Background: an optimization exercise with open tools, aiming at a short achievable clock period and few clock cycles. Do not read the settings as production practice. Only simulation tests tie the RTL to the original design; equivalence was not proved. Power is estimated from default activity; no workload was simulated.

`design/flow/run.sh`:
```
#!/bin/bash
# synth_recipe.tcl (not shown) runs the flow's synth.tcl, then flattens the netlist and writes it again
# the make line also repeats each setting of config.mk as NAME=value (left out here)
make -C /OpenROAD-flow-scripts/flow DESIGN_CONFIG=/design/flow/config.mk WORK_HOME=/design/flow/orfs CLKGATE_MAP_FILE= SYNTH_SCRIPT=/design/flow/synth_recipe.tcl finish
```
`design/flow/design.v`:
```
module alu (
    input  logic [31:0] operandA,
    input  logic [31:0] operandB,
    input  logic [2:0]  operation,
    output logic [31:0] result,
    output logic        zero
);
    localparam [2:0] aluAdd = 3'd0;
    localparam [2:0] aluSub = 3'd1;
    localparam [2:0] aluAnd = 3'd2;
    localparam [2:0] aluOr  = 3'd3;
    localparam [2:0] aluSlt = 3'd4;
    always_comb
    begin
        case (operation)
            aluAdd:  result = operandA + operandB;
            aluSub:  result = operandA - operandB;      
            aluAnd:  result = operandA & operandB;
            aluOr:   result = operandA | operandB;
            aluSlt:
            begin
                if ($signed(operandA) < $signed(operandB))
                    result = 32'd1;
                else
                    result = '0;
            end
            default: result = '0;
        endcase
    end
    assign zero = (result == '0);
endmodule
module registerFile (
    input  logic        clock,
    input  logic        reset,
    input  logic [4:0]  readIndexA,
    input  logic [4:0]  readIndexB,
    input  logic [4:0]  writeIndex,
    input  logic        writeEnable,
    input  logic [31:0] writeData,
    output logic [31:0] readDataA,
    output logic [31:0] readDataB
);
    logic [31:0] regs [32];    
    always_ff @(posedge clock)
    begin
        if (reset)
        begin
            for (int i = 0; i < 32; i++)
                regs[i] <= '0;                   
        end
        else if (writeEnable && (writeIndex != '0))
        begin
            regs[writeIndex] <= writeData;       
        end
    end
    assign readDataA = regs[readIndexA];
    assign readDataB = regs[readIndexB];
endmodule
module dataMemory (
    input  logic        clock,
    input  logic        reset,
    input  logic [31:0] address,     
    input  logic [31:0] writeData,   
    input  logic        memWrite,    
    input  logic        memRead,     
    output logic [31:0] readData     
);
    localparam integer dataDepth = 32;       
    logic [31:0] mem [dataDepth];     
    logic [4:0]  wordIndex;                   
    assign wordIndex = address[6:2];
    always_ff @(posedge clock)
    begin
        if (reset)
        begin
            for (int i = 0; i < dataDepth; i++)
                mem[i] <= 32'(i);
        end
        else if (memWrite)
        begin
            mem[wordIndex] <= writeData;     
        end
        else if (memRead)
        begin
            readData <= mem[wordIndex];      
        end
    end
endmodule
module instructionMemory (
    input  logic        clock,
    input  logic        progWrite,
    input  logic [5:0]  progAddress,
    input  logic [31:0] progData,
    input  logic [5:0]  fetchIndex,
    output logic [31:0] instruction
);
    localparam integer codeDepth = 64;       
    logic [31:0] code [codeDepth];     
    always_ff @(posedge clock)
    begin
        if (progWrite)
            code[progAddress] <= progData;
    end
    assign instruction = code[fetchIndex];   
endmodule
module controller (
    input  logic       clock,
    input  logic       reset,
    input  logic [5:0] opcode,
    input  logic [5:0] funct,
    output logic [2:0] aluOperation,
    output logic       aluSrcImmediate,
    output logic       regDst,
    output logic       regWrite,
    output logic       memToReg,
    output logic       memRead,
    output logic       memWrite,
    output logic       branch,
    output logic       jump,
    output logic       pcHold
);
    localparam [5:0] opR    = 6'h00;    
    localparam [5:0] opJ    = 6'h02;
    localparam [5:0] opBeq  = 6'h04;
    localparam [5:0] opAddi = 6'h08;
    localparam [5:0] opLw   = 6'h23;
    localparam [5:0] opSw   = 6'h2b;
    localparam [5:0] fnAdd = 6'h20;
    localparam [5:0] fnSub = 6'h22;
    localparam [5:0] fnAnd = 6'h24;
    localparam [5:0] fnOr  = 6'h25;
    localparam [5:0] fnSlt = 6'h2a;
    localparam [2:0] aluAdd = 3'd0;
    localparam [2:0] aluSub = 3'd1;
    localparam [2:0] aluAnd = 3'd2;
    localparam [2:0] aluOr  = 3'd3;
    localparam [2:0] aluSlt = 3'd4;
    localparam stExecute  = 1'b0;     
    localparam stLoadWait = 1'b1;     
    logic state;
    logic nextState;
    always_comb
    begin
        aluOperation    = aluAdd;
        aluSrcImmediate = 1'b0;
        regDst          = 1'b0;      
        regWrite        = 1'b0;
        memToReg        = 1'b0;      
        memRead         = 1'b0;
        memWrite        = 1'b0;
        branch          = 1'b0;
        jump            = 1'b0;
        pcHold          = 1'b0;
        if (!reset)                  
        begin
            case (opcode)
                opR:
                begin
                    regDst   = 1'b1;     
                    regWrite = 1'b1;
                    case (funct)
                        fnAdd:   aluOperation = aluAdd;
                        fnSub:   aluOperation = aluSub;
                        fnAnd:   aluOperation = aluAnd;
                        fnOr:    aluOperation = aluOr;
                        fnSlt:   aluOperation = aluSlt;
                        default:         regWrite = 1'b0;    
                    endcase
                end
                opAddi:
                begin
                    aluSrcImmediate = 1'b1;
                    regWrite        = 1'b1;
                end
                opLw:
                begin
                    aluSrcImmediate = 1'b1;      
                    if (state == stExecute)
                    begin
                        memRead = 1'b1;          
                        pcHold  = 1'b1;
                    end
                    else
                    begin
                        regWrite = 1'b1;         
                        memToReg = 1'b1;
                    end
                end
                opSw:
                begin
                    aluSrcImmediate = 1'b1;
                    memWrite        = 1'b1;
                end
                opBeq:
                begin
                    aluOperation = aluSub;       
                    branch       = 1'b1;
                end
                opJ:     jump = 1'b1;
                default: ;                       
            endcase
        end
    end
    assign nextState = (state == stExecute && memRead) ? stLoadWait : stExecute;
    always_ff @(posedge clock)
    begin
        if (reset)
            state <= stExecute;
        else
            state <= nextState;
    end
endmodule
module cpuCore (
    input  logic        clock,
    input  logic        reset,
    input  logic        progWrite,
    input  logic [5:0]  progAddress,
    input  logic [31:0] progData,
    output logic [31:0] pc,
    output logic        storeValid,
    output logic [31:0] storeAddress,
    output logic [31:0] storeData
);
    logic [31:0] instruction;
    logic [5:0]  fetchIndex;
    logic [31:0] pcPlus4, branchTarget, jumpTarget, nextPc;
    logic [31:0] immExt;          
    logic [31:0] readDataA, readDataB;
    logic [31:0] aluOperandB, aluResult;
    logic [31:0] writeBackData;
    logic [4:0]  writeIndex;
    logic [2:0]  aluOperation;
    logic        aluZero;
    logic        aluSrcImmediate, regDst, regWrite, memToReg;
    logic        branch, jump, pcHold;
    logic [31:0] busAddress;      
    logic [31:0] busWriteData;    
    logic        busMemWrite;     
    logic        busMemRead;      
    logic [31:0] busReadData;     
    assign fetchIndex = pc[7:2];
    instructionMemory instrMem (
        .clock, .progWrite, .progAddress, .progData,
        .fetchIndex, .instruction
    );
    assign pcPlus4      = pc + 32'd4;
    assign immExt       = {{16{instruction[15]}}, instruction[15:0]};
    assign branchTarget = pcPlus4 + {immExt[29:0], 2'b00};
    assign jumpTarget   = {pcPlus4[31:28], instruction[25:0], 2'b00};    
    always_comb
    begin
        if (pcHold)
            nextPc = pc;                 
        else if (jump)
            nextPc = jumpTarget;
        else if (branch && aluZero)
            nextPc = branchTarget;       
        else
            nextPc = pcPlus4;
    end
    always_ff @(posedge clock)
    begin
        if (reset)
            pc <= '0;
        else
            pc <= nextPc;
    end
    controller ctrl (
        .clock, .reset,
        .opcode(instruction[31:26]), .funct(instruction[5:0]),
        .aluOperation, .aluSrcImmediate, .regDst, .regWrite, .memToReg,
        .memRead(busMemRead), .memWrite(busMemWrite),
        .branch, .jump, .pcHold
    );
    assign writeIndex    = regDst ? instruction[15:11] : instruction[20:16];    
    assign writeBackData = memToReg ? busReadData : aluResult;
    registerFile regFile (
        .clock, .reset,
        .readIndexA(instruction[25:21]), .readIndexB(instruction[20:16]),
        .writeIndex, .writeEnable(regWrite), .writeData(writeBackData),
        .readDataA, .readDataB
    );
    assign aluOperandB = aluSrcImmediate ? immExt : readDataB;
    alu aluUnit (
        .operandA(readDataA), .operandB(aluOperandB), .operation(aluOperation),
        .result(aluResult), .zero(aluZero)
    );
    assign busAddress   = aluResult;     
    assign busWriteData = readDataB;     
    dataMemory dataMem (
        .clock, .reset,
        .address(busAddress), .writeData(busWriteData),
        .memWrite(busMemWrite), .memRead(busMemRead),
        .readData(busReadData)
    );
    assign storeValid   = busMemWrite;       
    assign storeAddress = busAddress;
    assign storeData    = busWriteData;
endmodule
```
`design/flow/config.mk`:
```
export PLATFORM = sky130hd
export DESIGN_NAME = cpuCore
export DESIGN_NICKNAME = cpuCore
export VERILOG_FILES = /design/flow/design.v
export SDC_FILE = /design/flow/constraint.sdc
export NUM_CORES = 4
export LEC_CHECK = 0
export CAP_MARGIN = 20
export CORE_MARGIN = 2
export CORE_UTILIZATION = 25
export PLACE_DENSITY = 0.45
export SLEW_MARGIN = 20
```
`design/flow/constraint.sdc`:
```
create_clock -name core_clock -period 13.0 [get_ports {clock}]
set_input_delay 2.6000 -clock core_clock [delete_from_list [all_inputs] [get_ports {clock}]]
set_output_delay 2.6000 -clock core_clock [all_outputs]
set_load 0.01 [all_outputs]
```
==> implementation parameters <==
Parameter                              Value

Yosys
  Synth top area cells ... sky130_fd_sc_hd__edfxtp_1 (67%), sky130_fd_sc_hd__mux4_2 (13%), sky130_fd_sc_hd__nor2_1 (4.3%)
  Share of the synthesized area in the top cell type ... 66.7%
  Post-synth top area cell ... sky130_fd_sc_hd__edfxtp_1
  Number of instances in the synthesized netlist ... roughly 12000
  List of most frequent post-synthesis cells ... sky130_fd_sc_hd__edfxtp_1 (4128), sky130_fd_sc_hd__nor2_1 (2153), sky130_fd_sc_hd__nand2_1 (1140)
  Sequential cell area fraction in the yosys report ... between 60% and 70%
  Count of state elements after synthesis ... 4165
  Post-synthesis instance area ... ~0.19 sq mm
  Count leader, synth ... sky130_fd_sc_hd__edfxtp_1
  Count of flip-flops with a built-in enable after synthesis ... 4128
  Yosys warning total ... 6
  Mapped Avg Cell Area ... 15.2 sq um
  Post-synth top flop ... sky130_fd_sc_hd__edfxtp_1
  Fraction of synthesis flops using an asynchronous set or reset pin ... 0%
  Netlist cell types ... 97

Timing
  RSZ-0062 raised after global routing ... no
  Post-Route Skew ... just under 0.09 ns
  Final Hold Fails ... 0
  Fmax achieved ... 78.2 MHz
  Minimum clock period ... 12.79 ns
  Share of the clock period used by the worst path ... 98.4%
  Slew at the pin closest to its max-slew limit ... 1.22 ns
  Setup Total Neg Slack ... 0 ns
  Slew HR ... between 10% and 20%
  Slew Viols, Final ... 0
  Count of endpoints failing setup in the final report ... 0

Floorplan
  I/O pin count ... 138
  Die height ... 866 um
  CORE AREA ... 0.741 sq mm
  Width of the die ... 866 um
  Initial Utilization ... 25.1%
  Area of the die ... 0.751 sq mm
  Core Rows ... 316

Global route
  Number of global-route vias before repair ... ~110k
  Gr usage total ... between 10% and 20%
  Aggregate global routing overflow ... 0
  Largest net degree at the start of global routing ... roughly 110
  Antenna violations before repair ... 49
  Wire length of the first global-routing pass ... 929000 um

Power and ir drop
  Share of total power consumed by net switching ... a little over two fifths
  Combinational group share of total power ... approximately 46%
  Relative contribution of the clock network to total power ... 24.3%
  Leakage dissipation ... 71.0 nW
  Switching pwr ... 22.8 mW
  Internal power summed over all cells ... 29.1 mW
  Power per standard cell area ... approximately 240 mW/mm^2
  Seq pwr share ... 29.5%
  Maximum vdd drop ... approximately 0.42 mV

Critical path
  Startpoint class of the critical path ... flop
  Number of cells on the worst reg-to-reg path ... 29
  Capture point of the worst path ... storeAddress[18]
  Worst Setup End Kind ... output port
  Cell with the largest stage delay on the worst path ... sky130_fd_sc_hd__mux4_4
  Critical path class ... reg -> out
  Cells traversed along the worst timing path ... buf_12 -> buf_12 -> mux4_2 -> mux4_2 -> mux4_4 -> buf_4 -> nor2b_1 -> a211oi_1 -> a21oi_1 -> mux2i_4 -> inv_1 -> mux2_2 -> ha_1 -> or4_1 -> a21oi_1 -> o211a_1 -> nor3_1 -> o21ai_0 -> a211oi_1 -> a21oi_1 -> xnor2_1 -> o21ai_0 -> buf_4 -> clkdlybuf4s50_1
  Cell repeated most along the worst path ... sky130_fd_sc_hd__a21oi_1
  Delay of the slowest cell on the worst path ... 0.89 ns
  Largest driver fanout on the critical path ... 50
  Flop-to-flop setup slack ... 2.00 ns
  Worst EP arrival ... 10.19 ns
  Data required, critical path ... 10.40 ns

Run
  Max-capacitance violation count ... 0

CTS
  CTS tree ... built
  Clock latency reported for the late side of the worst-skew pair ... 1.07 ns
  Hold-fix buffer count after cts ... 0
  Maximum level of the CTS H-tree ... 5
  Buffer type at the clock tree root ... sky130_fd_sc_hd__clkbuf_16
  Longest Clk Path Bufs ... 4
  Total clock sinks ... 4165
  Inserted Clock Buffers ... 438
  Clock-pin slew of the registers on the worst-case setup and hold paths ... 0.06 ns

Outcome
  Outcome ... finished clean

Place
  Port Buf Inserts ... 135
  RD Place Congestion ... 0.837
  Instance area after placement ... 0.202 sq mm
  Detailed Place HPWL ... 410000 um

Route
  Number of violations reported at the end of detailed-routing iteration 0 ... 13000
  Drt wl/cell ... 30.1 um
  Via density ... 4.98
  Final routed DRC violation total ... 0
  Count of vias placed by the detailed router ... 113000
  Final wirelength ... slightly below 700000 um
  Number of nets still failing antenna checks after routing ... 0
  Detailed-routing iteration count for the pre-antenna-repair pass ... 7

Hold path
  Hold crit path type ... reg -> reg

Cells and area
  Proportion of layout cells with a drive suffix above 1 ... 20.9%
  Layout Utilization ... between 20 and 30%
  Number of nets at the end of the flow ... 12600
  Layout overhead on the synthesized area ... 16.1%
  Cell area after layout ... 0.216 sq mm
cell type report:
cell class / instances / area, sq um
Antenna cell: 10 / 25.0
Inverter: 156 / 601
Timing Repair Buffer: 677 / 6000
Tap cell: 9858 / 12300
Multi-Input combinational cell: 6960 / 58300
Clock buffer: 526 / 11400
Fill cell: 74000 / 525000
Clock inverter: 272 / 2530
Sequential cell: 4165 / 125000
placed cells by master (no fill, tap or decap), drive strengths merged, types with 22 or more instances in the layout:
master            n
a211oi           91
a21oi           160
a22oi            71
a311oi          102
a31oi           101
and3            125
buf             575
bufinv           39
clkbuf          529
clkdlybuf4s50    99
clkinv          208
conb             34
dfxtp            37
edfxtp         4128
ha              130
inv             167
mux2            132
mux2i           529
mux4           1071
nand2          1140
nand2b           72
nand3           294
nand4            37
nor2           2153
nor2b            91
nor3             56
o21ai           148
o22ai            54
or2              22
xnor2            54
power groups by stage:
stage / clock network [mW] / registers, mW / logic, mW
global route: 13.3 / 15.3 / 25.1
global placement: 0 / 15.6 / 23.7
CTS: 12.8 / 15.3 / 23.9
finish: 12.6 / 15.3 / 24.0
detailed placement: 0 / 15.6 / 23.8
floorplan: 0 / 15.5 / 12.8
per-layer routing:
layer | track usage [%] | vias up | share of wire (%)
met5 | 0 | - | 0.012
met2 | 28.2 | 4190 | 47
li1 | - | 47000 | -
met3 | 2.67 | 762 | 6.6
met4 | 4.09 | 12 | 2.6
met1 | 24.6 | 60600 | 44
worst min-delay path by stage:
stage                 from  slack, ns      to  cells past startpoint
finish              pc[22]       0.53  pc[22]                      2
global route        pc[22]       0.57  pc[22]                      2
detailed placement  pc[22]       0.52  pc[22]                      2
floorplan           pc[22]       0.51  pc[22]                      2
CTS                 pc[22]       0.53  pc[22]                      2
global placement    pc[22]       0.51  pc[22]                      2
registers in the layout, summed over array words and instances, names as in the netlist, named ones only:
register,flops
dataMem.readData,32
pc,30
instrMem.code,2048
dataMem.mem,1024
regFile.regs,1024
ctrl.state,1
cells by family (layout without fill, tap and decap cells):
kind of cell             after synthesis  after routing  synth area share (%)
AO/OA/AOI/OAI                        893            893                  3.27
flip-flops                          4165           4165                  67.1
XOR/XNOR                              72             72                 0.339
multiplexers                        1731           1732                  16.6
AND/OR/NAND/NOR                     4096           4096                  9.22
adder cells (fa/ha/maj)              133            133                 0.907
buffers and inverters               1142           1631                  2.59
other                                  1             44               0.00202
timing repair:
item	CTS	global route
setup endpoints to repair	13	15
setup buffers	1	17
gates cloned	0	3
resized for setup	8	12
pin swaps	0	2
through the flow:
step	cells	hold WS [ns]	total power, mW	setup WS (ns)
floorplan	12300	0.514	28.3	1.55
CTS	22600	0.528	52.0	0.0471
global placement	21800	0.513	39.3	0.683
finish	22600	0.525	51.8	0.213
detailed placement	21800	0.519	39.4	0.732
global route	22600	0.573	53.7	0.00369
critical path, delay by kind of cell, from the launching register on:
kind / cells / cell delay [ns]
AOI/OAI and AO/OA: 8 / 2.39
adders and majority gates: 1 / 0.36
buffers and inverters: 6 / 2.30
xor gates and xnor gates: 1 / 0.08
and+or+nand+nor: 3 / 0.86
muxes: 5 / 2.43
DFF: 1 / 0.46
Testbench counts, summed over its fixed seeds: cycles 12,160.

static timing again, ports no longer ideal:
In the flow no input, the clock included, has a driving cell. The finished layout below was timed again as built, in two steps. Step 1, drivers: a clkbuf_16 drives clock and a buf_2 each remaining input, both assumed. Step 2 moves the port delays by t, midway between the first and last clock arrival at a register: inputs arrive t later, outputs are due t later. That takes back most of the time a late clock gives input paths. Slacks: no drivers / after step 1 / after step 2; pairs: no drivers / after step 1.
t, ns: 1.149
slack for setup (ns): 0.213 / 0.087 / 1.236
worst setup path at the end: register to output
latest minus earliest clock arrival (ns): 0.089 / 0.090
cell pins on the clock port's net: 1
After both steps this run still meets setup and hold. The setup slack of this run moves by -0.126 ns with the drivers and by +1.023 ns with both steps.
